This design comes from an exercise in tuning for small area, a short achievable clock period and few clock cycles on the open sky130 flow, not from production work. The RTL was checked by simulation tests, not by an equivalence proof against the original design.

==> run F <==
==> flow/design.v <==
module hilo_muldiv (
  input  logic        clk,
  input  logic        rst_n,
  input  logic [3:0]  mul_func,
  input  logic [31:0] in_a,
  input  logic [31:0] in_b,
  output logic [31:0] hi,
  output logic [31:0] lo,
  output logic        busy
);
  localparam logic [2:0] S_IDLE = 3'd0;
  localparam logic [2:0] S_MUL  = 3'd1;
  localparam logic [2:0] S_DABS = 3'd2;    
  localparam logic [2:0] S_DALN = 3'd3;    
  localparam logic [2:0] S_DIV  = 3'd4;    
  localparam logic [2:0] S_DFIX = 3'd5;    
  logic [2:0]  state;
  logic [4:0]  cnt;
  logic [32:0] opa;       
  logic [32:0] opb;       
  logic [3:0]  e_one;     
  logic [3:0]  e_two;     
  logic [3:0]  e_ng;      
  logic        msub;      
  logic        mub;       
  logic        xen;       
  logic        xfix;      
  logic        mlast;     
  logic [1:0]  pend;      
  logic        dsgn;
  logic        neg_q;
  logic        neg_r;
  logic        wen_h;     
  logic        wen_l;     
  logic dec_mul, dec_div, dec_sgn, dec_acc, dec_sub;
  always_comb begin
    dec_mul = 1'b0; dec_div = 1'b0; dec_sgn = 1'b0; dec_acc = 1'b0; dec_sub = 1'b0;
    case (mul_func)
      4'd1:  begin dec_mul = 1'b1; dec_sgn = 1'b1; end
      4'd2:  begin dec_mul = 1'b1; end
      4'd3:  begin dec_div = 1'b1; dec_sgn = 1'b1; end
      4'd4:  begin dec_div = 1'b1; end
      4'd7:  begin dec_mul = 1'b1; dec_sgn = 1'b1; dec_acc = 1'b1; end
      4'd8:  begin dec_mul = 1'b1; dec_acc = 1'b1; end
      4'd9:  begin dec_mul = 1'b1; dec_sgn = 1'b1; dec_acc = 1'b1; dec_sub = 1'b1; end
      4'd10: begin dec_mul = 1'b1; dec_acc = 1'b1; dec_sub = 1'b1; end
      default: ;
    endcase
  end
  function automatic logic [2:0] booth(input logic [2:0] b, input logic sub);
    booth = {b[2] ^ sub,
             (b[2] & ~b[1] & ~b[0]) | (~b[2] & b[1] & b[0]),
             b[1] ^ b[0]};
  endfunction
  localparam logic [49:0] KROW = 50'd0 - (50'd1 << 33) - (50'd1 << 35) - (50'd1 << 37)
                                 - (50'd1 << 39) - (50'd1 << 40) - (50'd1 << 41);
  localparam logic [16:0] KHI0 = 17'(KROW >> 33) + 17'd1;    
  localparam logic [16:0] KHI1 = 17'(KROW >> 33);            
  logic [49:0] r0, r1, r2, r3, r4, r5;
  logic [47:0] win;
  logic [49:0] msum;
  always_comb begin
    logic [33:0] pp [0:3];
    logic [32:0] xr;
    win[47:32] = wen_l ? lo[15:0] : 16'd0;
    win[31:0]  = wen_h ? hi : 32'd0;
    for (int i = 0; i < 4; i++) begin
      pp[i] = ((e_one[i] ? {opa[32], opa} : 34'd0) | (e_two[i] ? {opa, 1'b0} : 34'd0))
              ^ {34{e_ng[i]}};
    end
    xr = xen ? (opa ^ {33{msub}}) : 33'd0;
    r0 = {2'd0, win};
    r1 = {(pp[0][33] ? KHI1 : KHI0), pp[0][32:0]};
    r2 = 50'({~pp[1][33], pp[1][32:0], 1'b0, e_ng[0]});
    r2[41:40] = {~pend[1], pend[0]};
    r3 = 50'({~pp[2][33], pp[2][32:0], 1'b0, e_ng[1], 2'd0});
    r4 = 50'({~pp[3][33], pp[3][32:0], 1'b0, e_ng[2], 4'd0});
    r5 = 50'({~xr[32], xr[31:0], 1'b0, e_ng[3], 6'd0});
    r5[16] = xr[8] | xfix;
  end
  logic [49:0] s1, c1, s2, c2, s3, c3, s4, c4;
  always_comb begin
    s1 = r0 ^ r1 ^ r2;
    c1 = ((r0 & r1) | (r0 & r2) | (r1 & r2)) << 1;
    s2 = r3 ^ r4 ^ r5;
    c2 = ((r3 & r4) | (r3 & r5) | (r4 & r5)) << 1;
    s3 = s1 ^ c1 ^ s2;
    c3 = ((s1 & c1) | (s1 & s2) | (c1 & s2)) << 1;
    s4 = s3 ^ c3 ^ c2;
    c4 = ((s3 & c3) | (s3 & c2) | (c3 & c2)) << 1;
    msum = s4 + c4;
  end
  function automatic logic [5:0] clz32(input logic [31:0] x);
    logic [15:0] y16;
    logic [7:0]  y8;
    logic [3:0]  y4;
    logic [1:0]  y2;
    logic v16, v8, v4, v2, v1;
    v16 = |x[31:16];  y16 = v16 ? x[31:16] : x[15:0];
    v8  = |y16[15:8]; y8  = v8 ? y16[15:8] : y16[7:0];
    v4  = |y8[7:4];   y4  = v4 ? y8[7:4] : y8[3:0];
    v2  = |y4[3:2];   y2  = v2 ? y4[3:2] : y4[1:0];
    v1  = y2[1];
    clz32 = (x == 32'd0) ? 6'd32 : {1'b0, ~v16, ~v8, ~v4, ~v2, ~v1};
  endfunction
  logic        sa, sb;
  logic        ngl;
  logic [31:0] negl;            
  logic [6:0]  dsh;             
  logic [31:0] dali;            
  always_comb begin
    sa    = dsgn & lo[31];
    sb    = dsgn & opa[31];
    ngl   = (state == S_DABS) ? sa : neg_q;
    negl  = (lo ^ {32{ngl}}) + {31'd0, ngl};
    dsh   = 7'(clz32(opa[31:0])) - 7'(clz32(hi));
    dali  = opa[31:0] << dsh[4:0];
  end
  logic [2:0] state_n;
  logic       div_last;
  logic       qbit;
  always_comb begin
    div_last = (cnt == 5'd0);
    qbit     = ~msum[49];
    state_n  = state;
    case (state)
      S_IDLE: begin
        if (dec_mul) state_n = S_MUL;
        if (dec_div) state_n = S_DABS;
      end
      S_MUL:  if (mlast) state_n = S_IDLE;
      S_DABS: state_n = (opa[31:0] == 32'd0) ? S_IDLE : S_DALN;
      S_DALN: state_n = msum[49] ? S_IDLE : S_DIV;    
      S_DIV:  if (div_last) state_n = (neg_q | neg_r) ? S_DFIX : S_IDLE;
      default: state_n = S_IDLE;
    endcase
  end
  always_ff @(posedge clk or negedge rst_n) begin
    if (!rst_n) begin
      state <= S_IDLE;
      hi    <= 32'd0;
      lo    <= 32'd0;
      busy  <= 1'b0;
      wen_h <= 1'b0;
      wen_l <= 1'b0;
    end else begin
      state <= state_n;
      busy  <= (state_n != S_IDLE);
      wen_h <= (state_n == S_MUL) || (state_n == S_DIV) || (state_n == S_DALN);
      wen_l <= (state_n == S_MUL);
      case (state)
        S_IDLE: begin
          if (mul_func == 4'd5) hi <= in_a;
          if (mul_func == 4'd6 || dec_div) lo <= in_a;
          if (dec_mul) begin
            hi <= dec_acc ? lo : 32'd0;
            lo <= dec_acc ? hi : 32'd0;
          end
        end
        S_MUL: begin
          hi <= {msum[39:32], msum[31:8]};
          lo <= {msum[7:0], lo[31:16], (mlast ? lo[15:8] : msum[47:40])};
        end
        S_DABS: begin
          if (opa[31:0] == 32'd0) begin
            hi <= lo;
            lo <= 32'hFFFF_FFFF;
          end else begin
            hi <= negl;
          end
        end
        S_DALN: begin
          if (msum[49]) hi <= lo;
          lo <= 32'd0;
        end
        S_DIV: begin
          if (qbit) hi <= msum[31:0];
          lo <= {lo[30:0], qbit};
        end
        S_DFIX: begin
          if (neg_r) hi <= msum[31:0];
          lo <= negl;
        end
        default: ;
      endcase
    end
  end
  always_ff @(posedge clk) begin
    xen  <= 1'b0;
    xfix <= 1'b0;
    case (state)
      S_IDLE: begin
        pend  <= 2'd0;
        mub   <= ~dec_sgn & in_b[31];
        dsgn  <= dec_sgn;
        cnt   <= 5'd3;
        mlast <= 1'b0;
        if (dec_mul) begin
          opa  <= {dec_sgn & in_a[31], in_a};
          opb  <= {in_b, 1'b0};
          msub <= dec_sub;
          for (int i = 0; i < 4; i++)
            {e_ng[i], e_two[i], e_one[i]} <= booth((i == 0) ? {in_b[1:0], 1'b0} : in_b[2*i+1 -: 3], dec_sub);
        end else begin
          opa   <= {dec_sgn & in_b[31], in_b};
          opb   <= 33'd0;
          msub  <= 1'b1;
          e_one <= 4'b0001;
          e_two <= 4'b0000;
          e_ng  <= {3'b000, dec_sgn & in_b[31]};
        end
      end
      S_MUL: begin
        opb   <= {8'd0, opb[32:8]};
        pend  <= msum[49:48];
        cnt   <= cnt - 5'd1;
        mlast <= (cnt[1:0] == 2'd1);
        xen   <= mub & (cnt[1:0] == 2'd1);
        xfix  <= mub & msub & (cnt[1:0] == 2'd2);
        for (int i = 0; i < 4; i++)
          {e_ng[i], e_two[i], e_one[i]} <= booth(opb[2*i+10 -: 3], msub);
      end
      S_DABS: begin
        opa   <= msum[32:0];
        e_ng  <= 4'b0001;
        neg_q <= sa ^ sb;
        neg_r <= sa;
      end
      S_DALN: begin
        opa <= {1'b0, dali};
        cnt <= dsh[4:0];
      end
      S_DIV: begin
        if (!div_last)  opa <= {1'b0, opa[32:1]};
        else if (qbit)  opa <= msum[32:0];
        else            opa <= {1'b0, hi};
        cnt <= cnt - 5'd1;
      end
      default: ;
    endcase
  end
endmodule
==> flow/flow/run.sh <==
#!/bin/bash
sed -i '/SETUP_SLACK_MARGIN/d' config.mk
echo "export SETUP_SLACK_MARGIN = 6.5" >> config.mk
bash standard.sh > standard.log 2>&1
==> flow/standard.sh <==
#!/bin/bash
# synth_recipe.tcl (not shown) runs the flow's synth.tcl, then flattens the netlist and writes it again
# the make line also repeats each setting of config.mk as NAME=value (left out here)
make -C /OpenROAD-flow-scripts/flow DESIGN_CONFIG=/design/flow/config.mk WORK_HOME=/design/flow/orfs CLKGATE_MAP_FILE= SYNTH_SCRIPT=/design/flow/synth_recipe.tcl "${@:-finish}"
==> flow/config.mk <==
export PLATFORM = sky130hd
export DESIGN_NAME = hilo_muldiv
export DESIGN_NICKNAME = hilo_muldiv
export VERILOG_FILES = /design/flow/design.v
export SDC_FILE = /design/flow/constraint.sdc
export NUM_CORES = 4
export LEC_CHECK = 0
export CAP_MARGIN = 20
export CORE_MARGIN = 2
export CORE_UTILIZATION = 40
export SLEW_MARGIN = 20
export SETUP_SLACK_MARGIN = 6.5
==> flow/constraint.sdc <==
create_clock -name core_clock -period 12.0 [get_ports {clk}]
set_input_delay 2.4000 -clock core_clock [delete_from_list [all_inputs] [get_ports {clk}]]
set_output_delay 2.4000 -clock core_clock [all_outputs]
set_load 0.01 [all_outputs]
==> run E: changes against run F <==
--- a/flow/design.v
+++ b/flow/design.v
@@ -130,7 +130,7 @@
       end
       S_MUL:  if (mlast) state_n = S_IDLE;
       S_DABS: state_n = (opa[31:0] == 32'd0) ? S_IDLE : S_DALN;
-      S_DALN: state_n = msum[49] ? S_IDLE : S_DIV;    
+      S_DALN: state_n = dsh[6] ? S_IDLE : S_DIV;
       S_DIV:  if (div_last) state_n = (neg_q | neg_r) ? S_DFIX : S_IDLE;
       default: state_n = S_IDLE;
     endcase
@@ -146,7 +146,7 @@
     end else begin
       state <= state_n;
       busy  <= (state_n != S_IDLE);
-      wen_h <= (state_n == S_MUL) || (state_n == S_DIV) || (state_n == S_DALN);
+      wen_h <= (state_n == S_MUL) || (state_n == S_DIV);
       wen_l <= (state_n == S_MUL);
       case (state)
         S_IDLE: begin
@@ -170,7 +170,7 @@
           end
         end
         S_DALN: begin
-          if (msum[49]) hi <= lo;
+          if (dsh[6]) hi <= lo;
           lo <= 32'd0;
         end
         S_DIV: begin
==> flow/run.sh (new file) <==
#!/bin/bash
# synth_recipe.tcl (not shown) runs the flow's synth.tcl, then flattens the netlist and writes it again
# the make line also repeats each setting of config.mk as NAME=value (left out here)
make -C /OpenROAD-flow-scripts/flow DESIGN_CONFIG=/design/flow/config.mk WORK_HOME=/design/flow/orfs CLKGATE_MAP_FILE= SYNTH_SCRIPT=/design/flow/synth_recipe.tcl finish
SETUP_SLACK_MARGIN = 5   (was 6.5)
removed: flow/flow/run.sh
removed: flow/standard.sh
==> run M: changes against run F <==
--- a/flow/design.v
+++ b/flow/design.v
@@ -13,7 +13,9 @@
   localparam logic [2:0] S_DABS = 3'd2;    
   localparam logic [2:0] S_DALN = 3'd3;    
   localparam logic [2:0] S_DIV  = 3'd4;    
-  localparam logic [2:0] S_DFIX = 3'd5;    
+  localparam logic [2:0] S_DEND = 3'd5;    
+  localparam logic [2:0] S_DFIX = 3'd6;    
+  localparam logic [2:0] S_MXA  = 3'd7;    
   logic [2:0]  state;
   logic [4:0]  cnt;
   logic [32:0] opa;       
@@ -23,15 +25,15 @@
   logic [3:0]  e_ng;      
   logic        msub;      
   logic        mub;       
-  logic        xen;       
-  logic        xfix;      
   logic        mlast;     
+  logic        mshort;    
   logic [1:0]  pend;      
   logic        dsgn;
   logic        neg_q;
   logic        neg_r;
   logic        wen_h;     
   logic        wen_l;     
+  logic        rsgn;      
   logic dec_mul, dec_div, dec_sgn, dec_acc, dec_sub;
   always_comb begin
     dec_mul = 1'b0; dec_div = 1'b0; dec_sgn = 1'b0; dec_acc = 1'b0; dec_sub = 1'b0;
@@ -53,7 +55,7 @@
              b[1] ^ b[0]};
   endfunction
   localparam logic [49:0] KROW = 50'd0 - (50'd1 << 33) - (50'd1 << 35) - (50'd1 << 37)
-                                 - (50'd1 << 39) - (50'd1 << 40) - (50'd1 << 41);
+                                 - (50'd1 << 39) - (50'd1 << 41);
   localparam logic [16:0] KHI0 = 17'(KROW >> 33) + 17'd1;    
   localparam logic [16:0] KHI1 = 17'(KROW >> 33);            
   logic [49:0] r0, r1, r2, r3, r4, r5;
@@ -61,22 +63,19 @@
   logic [49:0] msum;
   always_comb begin
     logic [33:0] pp [0:3];
-    logic [32:0] xr;
-    win[47:32] = wen_l ? lo[15:0] : 16'd0;
+    win[47:32] = wen_l ? lo[15:0] : {16{rsgn}};
     win[31:0]  = wen_h ? hi : 32'd0;
     for (int i = 0; i < 4; i++) begin
       pp[i] = ((e_one[i] ? {opa[32], opa} : 34'd0) | (e_two[i] ? {opa, 1'b0} : 34'd0))
               ^ {34{e_ng[i]}};
     end
-    xr = xen ? (opa ^ {33{msub}}) : 33'd0;
-    r0 = {2'd0, win};
+    r0 = {{2{rsgn}}, win};
     r1 = {(pp[0][33] ? KHI1 : KHI0), pp[0][32:0]};
     r2 = 50'({~pp[1][33], pp[1][32:0], 1'b0, e_ng[0]});
     r2[41:40] = {~pend[1], pend[0]};
     r3 = 50'({~pp[2][33], pp[2][32:0], 1'b0, e_ng[1], 2'd0});
     r4 = 50'({~pp[3][33], pp[3][32:0], 1'b0, e_ng[2], 4'd0});
-    r5 = 50'({~xr[32], xr[31:0], 1'b0, e_ng[3], 6'd0});
-    r5[16] = xr[8] | xfix;
+    r5 = 50'({e_ng[3], 6'd0});
   end
   logic [49:0] s1, c1, s2, c2, s3, c3, s4, c4;
   always_comb begin
@@ -108,6 +107,7 @@
   logic [31:0] negl;            
   logic [6:0]  dsh;             
   logic [31:0] dali;            
+  logic        bzero;           
   always_comb begin
     sa    = dsgn & lo[31];
     sb    = dsgn & opa[31];
@@ -115,23 +115,26 @@
     negl  = (lo ^ {32{ngl}}) + {31'd0, ngl};
     dsh   = 7'(clz32(opa[31:0])) - 7'(clz32(hi));
     dali  = opa[31:0] << dsh[4:0];
+    bzero = (opa[31:0] == 32'd0);
   end
   logic [2:0] state_n;
   logic       div_last;
   logic       qbit;
   always_comb begin
     div_last = (cnt == 5'd0);
-    qbit     = ~msum[49];
+    qbit     = ~msum[49];    
     state_n  = state;
     case (state)
       S_IDLE: begin
         if (dec_mul) state_n = S_MUL;
-        if (dec_div) state_n = S_DABS;
-      end
-      S_MUL:  if (mlast) state_n = S_IDLE;
-      S_DABS: state_n = (opa[31:0] == 32'd0) ? S_IDLE : S_DALN;
-      S_DALN: state_n = msum[49] ? S_IDLE : S_DIV;    
-      S_DIV:  if (div_last) state_n = (neg_q | neg_r) ? S_DFIX : S_IDLE;
+        if (dec_div) state_n = (dec_sgn & (in_a[31] | in_b[31])) ? S_DABS : S_DALN;
+      end
+      S_MUL:  if (mlast) state_n = mub ? S_MXA : S_IDLE;
+      S_MXA:  state_n = S_IDLE;
+      S_DABS: state_n = S_DALN;
+      S_DALN: state_n = (dsh[6] || bzero) ? S_IDLE : S_DIV;
+      S_DIV:  if (div_last) state_n = (!qbit || neg_r) ? S_DEND : (neg_q ? S_DFIX : S_IDLE);
+      S_DEND: state_n = neg_r ? S_DFIX : S_IDLE;
       default: state_n = S_IDLE;
     endcase
   end
@@ -146,11 +149,12 @@
     end else begin
       state <= state_n;
       busy  <= (state_n != S_IDLE);
-      wen_h <= (state_n == S_MUL) || (state_n == S_DIV) || (state_n == S_DALN);
+      wen_h <= (state_n == S_MUL) || (state_n == S_DIV) || (state_n == S_DEND) ||
+               (state_n == S_MXA);
       wen_l <= (state_n == S_MUL);
       case (state)
         S_IDLE: begin
-          if (mul_func == 4'd5) hi <= in_a;
+          if (mul_func == 4'd5 || dec_div) hi <= in_a;
           if (mul_func == 4'd6 || dec_div) lo <= in_a;
           if (dec_mul) begin
             hi <= dec_acc ? lo : 32'd0;
@@ -158,24 +162,31 @@
           end
         end
         S_MUL: begin
-          hi <= {msum[39:32], msum[31:8]};
-          lo <= {msum[7:0], lo[31:16], (mlast ? lo[15:8] : msum[47:40])};
+          if (mlast & mshort) begin
+            hi <= msum[47:16];
+            lo <= {msum[15:0], lo[31:16]};
+          end else begin
+            hi <= {msum[39:32], msum[31:8]};
+            lo <= {msum[7:0], lo[31:16], (mlast ? lo[15:8] : msum[47:40])};
+          end
+        end
+        S_MXA: begin
+          hi <= msum[31:0];
         end
         S_DABS: begin
-          if (opa[31:0] == 32'd0) begin
-            hi <= lo;
-            lo <= 32'hFFFF_FFFF;
-          end else begin
-            hi <= negl;
-          end
+          hi <= negl;
         end
         S_DALN: begin
-          if (msum[49]) hi <= lo;
-          lo <= 32'd0;
+          if (dsh[6] || bzero) hi <= lo;
+          lo <= {32{bzero}};
         end
         S_DIV: begin
-          if (qbit) hi <= msum[31:0];
+          hi <= msum[31:0];
           lo <= {lo[30:0], qbit};
+        end
+        S_DEND: begin
+          hi <= msum[31:0];
+          if (!neg_r) lo <= negl;    
         end
         S_DFIX: begin
           if (neg_r) hi <= msum[31:0];
@@ -186,28 +197,27 @@
     end
   end
   always_ff @(posedge clk) begin
-    xen  <= 1'b0;
-    xfix <= 1'b0;
+    rsgn <= 1'b0;
     case (state)
       S_IDLE: begin
         pend  <= 2'd0;
-        mub   <= ~dec_sgn & in_b[31];
         dsgn  <= dec_sgn;
-        cnt   <= 5'd3;
-        mlast <= 1'b0;
+        opa   <= {dec_sgn & in_b[31], in_b};
+        opb   <= {in_a, 1'b0};
+        msub  <= dec_sub;
+        mub   <= ~dec_sgn & in_a[31];
+        mshort <= dec_sgn ? ((&in_a[31:23]) | ~(|in_a[31:23])) : ~(|in_a[31:23]);
+        cnt    <= (dec_sgn ? ((&in_a[31:23]) | ~(|in_a[31:23])) : ~(|in_a[31:23])) ? 5'd2 : 5'd3;
+        mlast  <= 1'b0;
+        neg_q  <= 1'b0;
+        neg_r  <= 1'b0;
         if (dec_mul) begin
-          opa  <= {dec_sgn & in_a[31], in_a};
-          opb  <= {in_b, 1'b0};
-          msub <= dec_sub;
           for (int i = 0; i < 4; i++)
-            {e_ng[i], e_two[i], e_one[i]} <= booth((i == 0) ? {in_b[1:0], 1'b0} : in_b[2*i+1 -: 3], dec_sub);
+            {e_ng[i], e_two[i], e_one[i]} <= booth((i == 0) ? {in_a[1:0], 1'b0} : in_a[2*i+1 -: 3], dec_sub);
         end else begin
-          opa   <= {dec_sgn & in_b[31], in_b};
-          opb   <= 33'd0;
-          msub  <= 1'b1;
           e_one <= 4'b0001;
           e_two <= 4'b0000;
-          e_ng  <= {3'b000, dec_sgn & in_b[31]};
+          e_ng  <= {3'b000, ~(dec_sgn & in_a[31]) | in_b[31]};
         end
       end
       S_MUL: begin
@@ -215,10 +225,13 @@
         pend  <= msum[49:48];
         cnt   <= cnt - 5'd1;
         mlast <= (cnt[1:0] == 2'd1);
-        xen   <= mub & (cnt[1:0] == 2'd1);
-        xfix  <= mub & msub & (cnt[1:0] == 2'd2);
         for (int i = 0; i < 4; i++)
           {e_ng[i], e_two[i], e_one[i]} <= booth(opb[2*i+10 -: 3], msub);
+        if (mlast) begin
+          e_one <= 4'b0001;
+          e_two <= 4'b0000;
+          e_ng  <= {3'b000, msub};
+        end
       end
       S_DABS: begin
         opa   <= msum[32:0];
@@ -231,10 +244,16 @@
         cnt <= dsh[4:0];
       end
       S_DIV: begin
-        if (!div_last)  opa <= {1'b0, opa[32:1]};
-        else if (qbit)  opa <= msum[32:0];
-        else            opa <= {1'b0, hi};
-        cnt <= cnt - 5'd1;
+        if (!div_last) opa <= {1'b0, opa[32:1]};
+        rsgn     <= msum[49];
+        e_ng[0]  <= qbit & ~div_last;
+        e_one[0] <= qbit ? ~div_last : 1'b1;
+        cnt      <= cnt - 5'd1;
+      end
+      S_DEND: begin
+        opa      <= msum[32:0];
+        e_one[0] <= 1'b1;
+        e_ng[0]  <= 1'b1;
       end
       default: ;
     endcase
==> flow/flow/run.sh (replaced) <==
#!/bin/bash
# The standard layout (standard.sh, unchanged synthesis and steps), with two
# changes to how the layout is made; the clock constraint itself is unchanged:
#  - every port still gets its own buffer, but a plain sky130_fd_sc_hd__buf_2
#    instead of the delay buffer the placer would pick (smaller and faster).
sed -i '/SETUP_SLACK_MARGIN/d;/BUFFER_PORTS_ARGS/d' config.mk
echo "export SETUP_SLACK_MARGIN = 6.5" >> config.mk
echo "export BUFFER_PORTS_ARGS = -buffer_cell sky130_fd_sc_hd__buf_2" >> config.mk
bash standard.sh > standard.log 2>&1
BUFFER_PORTS_ARGS = -buffer_cell sky130_fd_sc_hd__buf_2   (was default)
CORE_UTILIZATION = 50   (was 40)
PLACE_DENSITY = 0.7   (was default)
==> qor summary <==
|  | run F | run M | run E |
|---|---|---|---|
| Result of the run | no timing/DRC/antenna violations | no timing/DRC/antenna violations | no timing/DRC/antenna violations |
| CP most frequent cell | sky130_fd_sc_hd__buf_4 | sky130_fd_sc_hd__fa_1 | - |
| Fraction of cell area in non-clock buffers | 14.87% | 9.703% | 8.274% |
| Postcts setup bufs | 168 | 97 | 0 |
| Pre-CTS worst setup slack | 4.814 ns | 5.297 ns | 4.716 ns |
| Slew margin rel. | 19.78% | 16.62% | 15.13% |
| CP Data Required Time | 12.20 ns | 12.38 ns | 12.21 ns |
| DR pass1 iterations | 12 | 10 | 10 |
| Via total after detailed routing | 26798 | 26199 | 25303 |
| Reg-to-reg startpoint | hi[11] | opa[29] | opa[24] |
| Routed wl met2 | 49120 um | 49120 um | 47990 um |
| CTS resizes | 222 | 106 | 4 |
Testbench counts of run F, summed over its fixed seeds: cycles 44,331.
Testbench counts of run E, summed over its fixed seeds: cycles 44,373.
Testbench counts of run M, summed over its fixed seeds: cycles 40,210.

[afterwards: timing with drivers on the ports]
How much do the figures lean on ideal ports? The routed layouts below were timed once more, with nothing changed but the port constraints.
Step 1, drivers: a clkbuf_16 drives clk and a buf_2 each remaining input, both assumed.
Step 2 times the ports against the registers' clock, not the clock port: input delays grow and output delays shrink by t, the midpoint of the rising clock arrivals with the driver on.
Three values: ideal ports, drivers, drivers and shift; two values: the first two.
| run | t, ns | setup WS [ns] | worst register clock-pin slew, ns |
|---|---|---|---|
| run F | 0.518 | 6.174 / 6.174 / 6.075 | 0.08 / 0.08 |
| run E | 0.520 | 5.073 / 5.073 / 5.073 | 0.08 / 0.08 |
| run M | 0.568 | 6.389 / 6.389 / 6.166 | 0.08 / 0.08 |
After both steps setup and hold are still met in every run listed. For run M, which loses most, drivers alone change the setup slack by 0.000 ns; drivers and shift together by -0.223 ns.
